Background: an optimization exercise with open tools, aiming at small area and a short achievable clock period. Do not read the settings as production practice. RTL that was checked went through simulation tests only; none was proved equivalent to the original. Power is estimated from default activity; no workload was simulated.

## region
module region (
    input  logic                                     clk,
    input  logic                                     rst_n,
    input  logic [4-1:0]                re,
    input  logic [2*4-1:0]              rsel,
    input  logic [5*4-1:0] raddr,
    input  logic [4-1:0]                we,
    input  logic [2*4-1:0]              wsel,
    input  logic [5*4-1:0] waddr,
    input  logic [16*4-1:0] wdata,
    output logic [4-1:0]                rvalid,
    output logic [16*4-1:0] rdata,
    output logic                                     empty,
    output logic                                     almostfull
);
==> module read_arbiter, before the edit <==
module read_arbiter (
    input  logic                                     clk,
    input  logic                                     rst_n,
    input  logic [4-1:0]                re,
    input  logic [2*4-1:0]              rsel,
    input  logic [5*4-1:0] raddr,
    output logic [4-1:0]                rvalid,
    output logic [16*4-1:0] rdata,
    output logic [(1<<5)-1:0]           ram_rrow,
    input  logic [16-1:0]                ram_rdata,
    output logic                                     fifo_re,
    input  logic [16-1:0]                fifo_rdata,
    input  logic                                     fifo_empty
);
    logic [4-1:0] ram_req;
    logic [4-1:0] fifo_req;
    logic [4-1:0] rvalid_q;
    logic [16-1:0] ram_word_q;
    logic [16-1:0] fifo_word_q;
    always_comb begin
        for (int c = 0; c < 4; c++) begin
            ram_req[c]  = re[c] && (rsel[2*c +: 2] == 2'd1);
            fifo_req[c] = re[c] && (rsel[2*c +: 2] == 2'd2);
        end
    end
    logic [4-1:0][(1<<5)-1:0] chan_row_n;
    for (genvar c = 0; c < 4; c++) begin : g_dec
        chan_row_dec i_chan_row_dec (
            .re    (re[c]),
            .rsel  (rsel[2*c +: 2]),
            .raddr (raddr[c*5 +: 5]),
            .row_n (chan_row_n[c])
        );
    end
    row_merge i_row_merge (
        .row_n (chan_row_n),
        .row   (ram_rrow)
    );
    assign fifo_re = |fifo_req && !fifo_empty;
    always_ff @(posedge clk) begin
        if (!rst_n) begin
            rvalid_q <= '0;
        end else begin
            for (int c = 0; c < 4; c++) begin
                rvalid_q[c] <= ram_req[c] || (fifo_req[c] && !fifo_empty);
            end
        end
    end
    always_ff @(posedge clk) begin
        ram_word_q  <= ram_rdata;
        fifo_word_q <= fifo_rdata;
    end
    assign rvalid = rvalid_q;
    for (genvar c = 0; c < 4; c++) begin : g_chan
        for (genvar b = 0; b < 16; b += 4) begin : g_slice
            rdata_slice i_slice (
                .clk       (clk),
                .from_ram  (ram_req[c]),
                .from_fifo (rsel[2*c + 1]),
                .ram_word  (ram_word_q[b +: 4]),
                .fifo_word (fifo_word_q[b +: 4]),
                .rdata     (rdata[c*16 + b +: 4])
            );
        end
    end
endmodule
==> module rdata_slice, before the edit <==
module rdata_slice (
    input  logic       clk,
    input  logic       from_ram,
    input  logic       from_fifo,
    input  logic [3:0] ram_word,
    input  logic [3:0] fifo_word,
    output logic [3:0] rdata
);
    logic from_ram_q;
    logic from_fifo_q;
    always_ff @(posedge clk) begin
        from_ram_q  <= from_ram;
        from_fifo_q <= from_fifo && !from_ram;
    end
    logic [3:0] ram_n;
    logic [3:0] fifo_n;
    word_and_n #(.W(4)) i_ram_gate (
        .en  (from_ram_q),
        .a   (ram_word),
        .y_n (ram_n)
    );
    word_and_n #(.W(4)) i_fifo_gate (
        .en  (from_fifo_q),
        .a   (fifo_word),
        .y_n (fifo_n)
    );
    word_nand2 #(.W(4)) i_nand2 (
        .a (ram_n),
        .b (fifo_n),
        .y (rdata)
    );
endmodule
Settings: LEC_CHECK=0, CAP_MARGIN=20, CORE_MARGIN=2, CORE_UTILIZATION=50, CTS_CLUSTER_DIAMETER=80, CTS_CLUSTER_SIZE=25, SETUP_SLACK_MARGIN=1.9, SLEW_MARGIN=20, SYNTH_HIERARCHICAL=1; clock period 4.0 ns.
standard.sh (not shown) runs the stock make flow with config.mk's settings and CLKGATE_MAP_FILE= SYNTH_SCRIPT=/design/flow/synth_recipe.tcl, a recipe that flattens the netlist after the stock synthesis.
==> flow/flow/run.sh <==
#!/bin/bash
# Layout flow: the standard ORFS flow (standard.sh), unchanged synthesis,
# with plain buffers on the ports instead of the delay cells buffer_ports
# picks by default, and a clock tree without dummy loads. Each step's output
# goes to a log of its own here.
set -euo pipefail
export BUFFER_PORTS_ARGS="-buffer_cell sky130_fd_sc_hd__buf_2"
export CTS_ARGS="-sink_clustering_enable -repair_clock_nets -sink_clustering_size 25 -sink_clustering_max_diameter 80 -dont_use_dummy_load"
bash standard.sh synth > synth.log 2>&1
bash standard.sh floorplan > floorplan.log 2>&1
bash standard.sh place > place.log 2>&1
bash standard.sh cts > cts.log 2>&1
bash standard.sh route > route.log 2>&1
bash standard.sh finish > finish.log 2>&1
The first run completed without violations.
Change:
--- a/flow/design.v
+++ b/flow/design.v
@@ -250,14 +250,14 @@
     end
     assign rvalid = rvalid_q;
     for (genvar c = 0; c < 4; c++) begin : g_chan
-        for (genvar b = 0; b < 16; b += 4) begin : g_slice
+        for (genvar b = 0; b < 16; b += 8) begin : g_slice
             rdata_slice i_slice (
                 .clk       (clk),
                 .from_ram  (ram_req[c]),
                 .from_fifo (rsel[2*c + 1]),
-                .ram_word  (ram_word_q[b +: 4]),
-                .fifo_word (fifo_word_q[b +: 4]),
-                .rdata     (rdata[c*16 + b +: 4])
+                .ram_word  (ram_word_q[b +: 8]),
+                .fifo_word (fifo_word_q[b +: 8]),
+                .rdata     (rdata[c*16 + b +: 8])
             );
         end
     end
@@ -289,9 +289,9 @@
     input  logic       clk,
     input  logic       from_ram,
     input  logic       from_fifo,
-    input  logic [3:0] ram_word,
-    input  logic [3:0] fifo_word,
-    output logic [3:0] rdata
+    input  logic [7:0] ram_word,
+    input  logic [7:0] fifo_word,
+    output logic [7:0] rdata
 );
     logic from_ram_q;
     logic from_fifo_q;
@@ -299,19 +299,19 @@
         from_ram_q  <= from_ram;
         from_fifo_q <= from_fifo && !from_ram;
     end
-    logic [3:0] ram_n;
-    logic [3:0] fifo_n;
-    word_and_n #(.W(4)) i_ram_gate (
+    logic [7:0] ram_n;
+    logic [7:0] fifo_n;
+    word_and_n #(.W(8)) i_ram_gate (
         .en  (from_ram_q),
         .a   (ram_word),
         .y_n (ram_n)
     );
-    word_and_n #(.W(4)) i_fifo_gate (
+    word_and_n #(.W(8)) i_fifo_gate (
         .en  (from_fifo_q),
         .a   (fifo_word),
         .y_n (fifo_n)
     );
-    word_nand2 #(.W(4)) i_nand2 (
+    word_nand2 #(.W(8)) i_nand2 (
         .a (ram_n),
         .b (fifo_n),
         .y (rdata)
Effect: Synthesized cell count barely changes; die area goes down slightly; via count increases slightly; power drops slightly; worst setup slack gains 0.014 ns; clock skew goes up by 0.017 ns; wire length went up by a few percent; non-clock buffer count drops by 2.


rev 12:
region, a different RTL version from the one above (not shown whole).
Size in the first run: roughly 1,200 flip-flops, ~200 I/O pins.
==> module region_ram, before the edit <==
module region_ram (
    input  logic                      clk,
    input  logic [(1<<5)-1:0] rrow,
    output logic [16-1:0] rword,
    input  logic                      we,
    input  logic [5-1:0] waddr,
    input  logic [16-1:0] wdata
);
    localparam int unsigned DEPTH = 1 << 5;
    logic [DEPTH-1:0][16-1:0] mem;
    logic [DEPTH-1:0]                     wrow;
    always_comb begin
        for (int i = 0; i < DEPTH; i++) begin
            wrow[i] = we && (waddr == 5'(i));
        end
    end
    always_ff @(posedge clk) begin
        for (int i = 0; i < DEPTH; i++) begin
            if (wrow[i]) begin
                mem[i] <= wdata;
            end
        end
    end
    always_comb begin
        rword = '0;
        for (int i = 0; i < DEPTH; i++) begin
            rword |= {16{rrow[i]}} & mem[i];
        end
    end
endmodule
==> module region_fifo, before the edit <==
module region_fifo (
    input  logic                      clk,
    input  logic                      rst_n,
    input  logic                      re,
    output logic [16-1:0] head,
    input  logic                      we,
    input  logic [16-1:0] wdata,
    output logic                      empty,
    output logic                      almostfull
);
    localparam int unsigned DEPTH = 1 << 5;
    localparam logic [5:0] AFULL_LEVEL = (5+1)'(DEPTH - 4);
    logic [DEPTH-1:0][16-1:0] mem;
    logic [5:0]   count;
    logic [3:0]                head_lo, head_lo_nxt;
    logic [DEPTH/4-1:0]        head_hi, head_hi_nxt;
    logic                      do_wr;
    logic [DEPTH-1:0]          hrow;
    logic [5:0]   count_up, count_dn, count_nxt;
    assign do_wr = we && !count[5];
    assign count_up = count + 1'b1;
    assign count_dn = count - 1'b1;
    always_comb begin
        if (re) begin
            count_nxt = do_wr ? count : count_dn;
        end else begin
            count_nxt = do_wr ? count_up : count;
        end
    end
    always_comb begin
        head_lo_nxt = head_lo;
        head_hi_nxt = head_hi;
        if (do_wr && !re) begin
            head_lo_nxt = {head_lo[2:0], head_lo[3]};
            if (head_lo[3]) begin
                head_hi_nxt = {head_hi[DEPTH/4-2:0], head_hi[DEPTH/4-1]};
            end
        end else if (re && !do_wr) begin
            head_lo_nxt = {head_lo[0], head_lo[3:1]};
            if (head_lo[0]) begin
                head_hi_nxt = {head_hi[0], head_hi[DEPTH/4-1:1]};
            end
        end
    end
    always_ff @(posedge clk) begin
        if (!rst_n) begin
            count      <= '0;
            head_lo    <= 4'b1000;
            head_hi    <= {1'b1, {(DEPTH/4-1){1'b0}}};
            empty      <= 1'b1;
            almostfull <= 1'b0;
        end else begin
            count      <= count_nxt;
            head_lo    <= head_lo_nxt;
            head_hi    <= head_hi_nxt;
            empty      <= (count_nxt == '0);
            almostfull <= (count_nxt >= AFULL_LEVEL);
        end
    end
    always_ff @(posedge clk) begin
        if (do_wr) begin
            mem <= {mem[DEPTH-2:0], wdata};
        end
    end
    always_comb begin
        for (int i = 0; i < DEPTH; i++) begin
            hrow[i] = head_lo[i%4] && head_hi[i/4];
        end
        head = '0;
        for (int i = 0; i < DEPTH; i++) begin
            head |= {16{hrow[i]}} & mem[i];
        end
    end
endmodule
==> module read_arbiter, before the edit <==
module read_arbiter (
    input  logic                                     clk,
    input  logic                                     rst_n,
    input  logic [4-1:0]                re,
    input  logic [2*4-1:0]              rsel,
    input  logic [5*4-1:0] raddr,
    output logic [4-1:0]                rvalid,
    output logic [16*4-1:0] rdata,
    output logic [(1<<5)-1:0]           ram_rrow,
    input  logic [16-1:0]                ram_rdata,
    output logic                                     fifo_re,
    input  logic [16-1:0]                fifo_rdata,
    input  logic                                     fifo_empty
);
    logic [4-1:0] ram_req;
    logic [4-1:0] fifo_req;
    logic [4-1:0] rvalid_q;
    logic [16*4-1:0] rdata_q;
    always_comb begin
        ram_rrow = '0;
        for (int c = 0; c < 4; c++) begin
            ram_req[c]  = re[c] && (rsel[2*c +: 2] == 2'd1);
            fifo_req[c] = re[c] && (rsel[2*c +: 2] == 2'd2);
            for (int i = 0; i < (1 << 5); i++) begin
                ram_rrow[i] = ram_rrow[i] ||
                    (ram_req[c] && raddr[c*5 +: 5] == 5'(i));
            end
        end
    end
    assign fifo_re = |fifo_req && !fifo_empty;
    always_ff @(posedge clk) begin
        if (!rst_n) begin
            rvalid_q <= '0;
        end else begin
            for (int c = 0; c < 4; c++) begin
                rvalid_q[c] <= ram_req[c] || (fifo_req[c] && !fifo_empty);
            end
        end
    end
    always_ff @(posedge clk) begin
        for (int c = 0; c < 4; c++) begin
            rdata_q[c*16 +: 16] <= rsel[2*c + 1] ? fifo_rdata : ram_rdata;
        end
    end
    assign rvalid = rvalid_q;
    assign rdata  = rdata_q;
endmodule
==> module region, before the edit <==
module region (
    input  logic                                     clk,
    input  logic                                     rst_n,
    input  logic [4-1:0]                re,
    input  logic [2*4-1:0]              rsel,
    input  logic [5*4-1:0] raddr,
    input  logic [4-1:0]                we,
    input  logic [2*4-1:0]              wsel,
    input  logic [5*4-1:0] waddr,
    input  logic [16*4-1:0] wdata,
    output logic [4-1:0]                rvalid,
    output logic [16*4-1:0] rdata,
    output logic                                     empty,
    output logic                                     almostfull
);
    logic [(1<<5)-1:0] ram_rrow;
    logic [16-1:0] ram_rdata;
    logic                      ram_we;
    logic [5-1:0] ram_waddr;
    logic [16-1:0] ram_wdata;
    logic                      fifo_re;
    logic [16-1:0] fifo_rdata;
    logic                      fifo_we;
    logic [16-1:0] fifo_wdata;
    read_arbiter i_read_arbiter (
        .clk        (clk),
        .rst_n      (rst_n),
        .re         (re),
        .rsel       (rsel),
        .raddr      (raddr),
        .rvalid     (rvalid),
        .rdata      (rdata),
        .ram_rrow   (ram_rrow),
        .ram_rdata  (ram_rdata),
        .fifo_re    (fifo_re),
        .fifo_rdata (fifo_rdata),
        .fifo_empty (empty)
    );
    write_arbiter i_write_arbiter (
        .clk        (clk),
        .rst_n      (rst_n),
        .we         (we),
        .wsel       (wsel),
        .waddr      (waddr),
        .wdata      (wdata),
        .ram_we     (ram_we),
        .ram_waddr  (ram_waddr),
        .ram_wdata  (ram_wdata),
        .fifo_we    (fifo_we),
        .fifo_wdata (fifo_wdata)
    );
    region_ram i_region_ram (
        .clk    (clk),
        .rrow   (ram_rrow),
        .rword  (ram_rdata),
        .we     (ram_we),
        .waddr  (ram_waddr),
        .wdata  (ram_wdata)
    );
    region_fifo i_region_fifo (
        .clk        (clk),
        .rst_n      (rst_n),
        .re         (fifo_re),
        .head       (fifo_rdata),
        .we         (fifo_we),
        .wdata      (fifo_wdata),
        .empty      (empty),
        .almostfull (almostfull)
    );
endmodule
clock: 4.0 ns
lec_check: 0
cap_margin: 20
core_margin: 2
core_utilization: 40
setup_slack_margin: 2.0
slew_margin: 20
run.sh (not shown) runs the stock make flow with config.mk's settings and CLKGATE_MAP_FILE= SYNTH_SCRIPT=/design/flow/synth_recipe.tcl, a recipe that flattens the netlist after the stock synthesis.
Stock flow here: none of the scripts above is used.
diff inputs: rev 12 => rev 13
--- a/flow/design.v
+++ b/flow/design.v
@@ -1,19 +1,21 @@
 `timescale 1ns/1ns
 module region_ram (
     input  logic                      clk,
-    input  logic [(1<<5)-1:0] rrow,
+    input  logic [5-1:0] raddr,
     output logic [16-1:0] rword,
     input  logic                      we,
     input  logic [5-1:0] waddr,
     input  logic [16-1:0] wdata
 );
     localparam int unsigned DEPTH = 1 << 5;
     logic [DEPTH-1:0][16-1:0] mem;
     logic [DEPTH-1:0]                     wrow;
+    logic [DEPTH-1:0]                     rrow;
     always_comb begin
         for (int i = 0; i < DEPTH; i++) begin
             wrow[i] = we && (waddr == 5'(i));
+            rrow[i] = (raddr == 5'(i));
         end
     end
     always_ff @(posedge clk) begin
         for (int i = 0; i < DEPTH; i++) begin
@@ -43,10 +45,9 @@
     localparam int unsigned DEPTH = 1 << 5;
     localparam logic [5:0] AFULL_LEVEL = (5+1)'(DEPTH - 4);
     logic [DEPTH-1:0][16-1:0] mem;
     logic [5:0]   count;
-    logic [3:0]                head_lo, head_lo_nxt;
-    logic [DEPTH/4-1:0]        head_hi, head_hi_nxt;
+    logic [5-1:0] head_idx;
     logic                      do_wr;
     logic [DEPTH-1:0]          hrow;
     logic [5:0]   count_up, count_dn, count_nxt;
     assign do_wr = we && !count[5];
@@ -58,34 +59,15 @@
         end else begin
             count_nxt = do_wr ? count_up : count;
         end
     end
-    always_comb begin
-        head_lo_nxt = head_lo;
-        head_hi_nxt = head_hi;
-        if (do_wr && !re) begin
-            head_lo_nxt = {head_lo[2:0], head_lo[3]};
-            if (head_lo[3]) begin
-                head_hi_nxt = {head_hi[DEPTH/4-2:0], head_hi[DEPTH/4-1]};
-            end
-        end else if (re && !do_wr) begin
-            head_lo_nxt = {head_lo[0], head_lo[3:1]};
-            if (head_lo[0]) begin
-                head_hi_nxt = {head_hi[0], head_hi[DEPTH/4-1:1]};
-            end
-        end
-    end
     always_ff @(posedge clk) begin
         if (!rst_n) begin
             count      <= '0;
-            head_lo    <= 4'b1000;
-            head_hi    <= {1'b1, {(DEPTH/4-1){1'b0}}};
             empty      <= 1'b1;
             almostfull <= 1'b0;
         end else begin
             count      <= count_nxt;
-            head_lo    <= head_lo_nxt;
-            head_hi    <= head_hi_nxt;
             empty      <= (count_nxt == '0);
             almostfull <= (count_nxt >= AFULL_LEVEL);
         end
     end
@@ -93,11 +75,12 @@
         if (do_wr) begin
             mem <= {mem[DEPTH-2:0], wdata};
         end
     end
-    always_comb begin
-        for (int i = 0; i < DEPTH; i++) begin
-            hrow[i] = head_lo[i%4] && head_hi[i/4];
+    assign head_idx = count[5-1:0] - 1'b1;
+    always_comb begin
+        for (int i = 0; i < DEPTH; i++) begin
+            hrow[i] = (head_idx == 5'(i));
         end
         head = '0;
         for (int i = 0; i < DEPTH; i++) begin
             head |= {16{hrow[i]}} & mem[i];
@@ -112,9 +95,9 @@
     input  logic [2*4-1:0]              rsel,
     input  logic [5*4-1:0] raddr,
     output logic [4-1:0]                rvalid,
     output logic [16*4-1:0] rdata,
-    output logic [(1<<5)-1:0]           ram_rrow,
+    output logic [5-1:0]                ram_raddr,
     input  logic [16-1:0]                ram_rdata,
     output logic                                     fifo_re,
     input  logic [16-1:0]                fifo_rdata,
     input  logic                                     fifo_empty
@@ -123,16 +106,13 @@
     logic [4-1:0] fifo_req;
     logic [4-1:0] rvalid_q;
     logic [16*4-1:0] rdata_q;
     always_comb begin
-        ram_rrow = '0;
+        ram_raddr = '0;
         for (int c = 0; c < 4; c++) begin
             ram_req[c]  = re[c] && (rsel[2*c +: 2] == 2'd1);
             fifo_req[c] = re[c] && (rsel[2*c +: 2] == 2'd2);
-            for (int i = 0; i < (1 << 5); i++) begin
-                ram_rrow[i] = ram_rrow[i] ||
-                    (ram_req[c] && raddr[c*5 +: 5] == 5'(i));
-            end
+            ram_raddr  |= {5{ram_req[c]}} & raddr[c*5 +: 5];
         end
     end
     assign fifo_re = |fifo_req && !fifo_empty;
     always_ff @(posedge clk) begin
@@ -213,9 +193,9 @@
     output logic [16*4-1:0] rdata,
     output logic                                     empty,
     output logic                                     almostfull
 );
-    logic [(1<<5)-1:0] ram_rrow;
+    logic [5-1:0] ram_raddr;
     logic [16-1:0] ram_rdata;
     logic                      ram_we;
     logic [5-1:0] ram_waddr;
     logic [16-1:0] ram_wdata;
@@ -230,9 +210,9 @@
         .rsel       (rsel),
         .raddr      (raddr),
         .rvalid     (rvalid),
         .rdata      (rdata),
-        .ram_rrow   (ram_rrow),
+        .ram_raddr  (ram_raddr),
         .ram_rdata  (ram_rdata),
         .fifo_re    (fifo_re),
         .fifo_rdata (fifo_rdata),
         .fifo_empty (empty)
@@ -251,9 +231,9 @@
         .fifo_wdata (fifo_wdata)
     );
     region_ram i_region_ram (
         .clk    (clk),
-        .rrow   (ram_rrow),
+        .raddr  (ram_raddr),
         .rword  (ram_rdata),
         .we     (ram_we),
         .waddr  (ram_waddr),
         .wdata  (ram_wdata)
Results
Compared with rev 12, in rev 13 share of power burned in the clock network -5.2 points, multi-input logic area saw a decrease, clock latency at the later pin of the worst-skew pair +0.02 ns.
Rev 13 falls short of rev 12 in worst setup slack after layout.
The sequential power of rev 13 and that of rev 12 are within noise of each other.
The RTL of rev 13 was laid out without a check of its function.

## afterwards: timing with drivers on the ports
No port has a modelled driver above. Below, the same layouts with a new extraction and two added sets of constraints. Step 1: set_driving_cell puts a clkbuf_16 on clk and a buf_2 on each other input, an assumption about the parent block. Step 2 times the ports against the registers' clock, not the clock port: input delays grow and output delays shrink by t, the midpoint of the rising clock arrivals with the driver on. Slacks: ideal / step 1 / step 2; pairs: ideal / step 1.
run	shift t [ns]	setup WS [ns]	hold WS [ns]	worst register clock-pin slew, ns
the first run of note 1	0.673	1.785 / 1.716 / 1.235	0.394 / 0.363 / 0.394	0.10 / 0.10
the second run of note 1	0.675	1.799 / 1.735 / 1.180	0.386 / 0.346 / 0.407	0.10 / 0.10
rev 12	0.778	1.647 / 1.678 / 0.901	0.369 / 0.326 / 0.405	0.07 / 0.07
rev 13	0.778	0.765 / 0.765 / 0.124	0.403 / 0.403 / 0.403	0.07 / 0.07
After both steps setup and hold are still met in every run listed. For rev 12, which loses most, drivers alone change the setup slack by +0.031 ns; drivers and shift together by -0.746 ns.
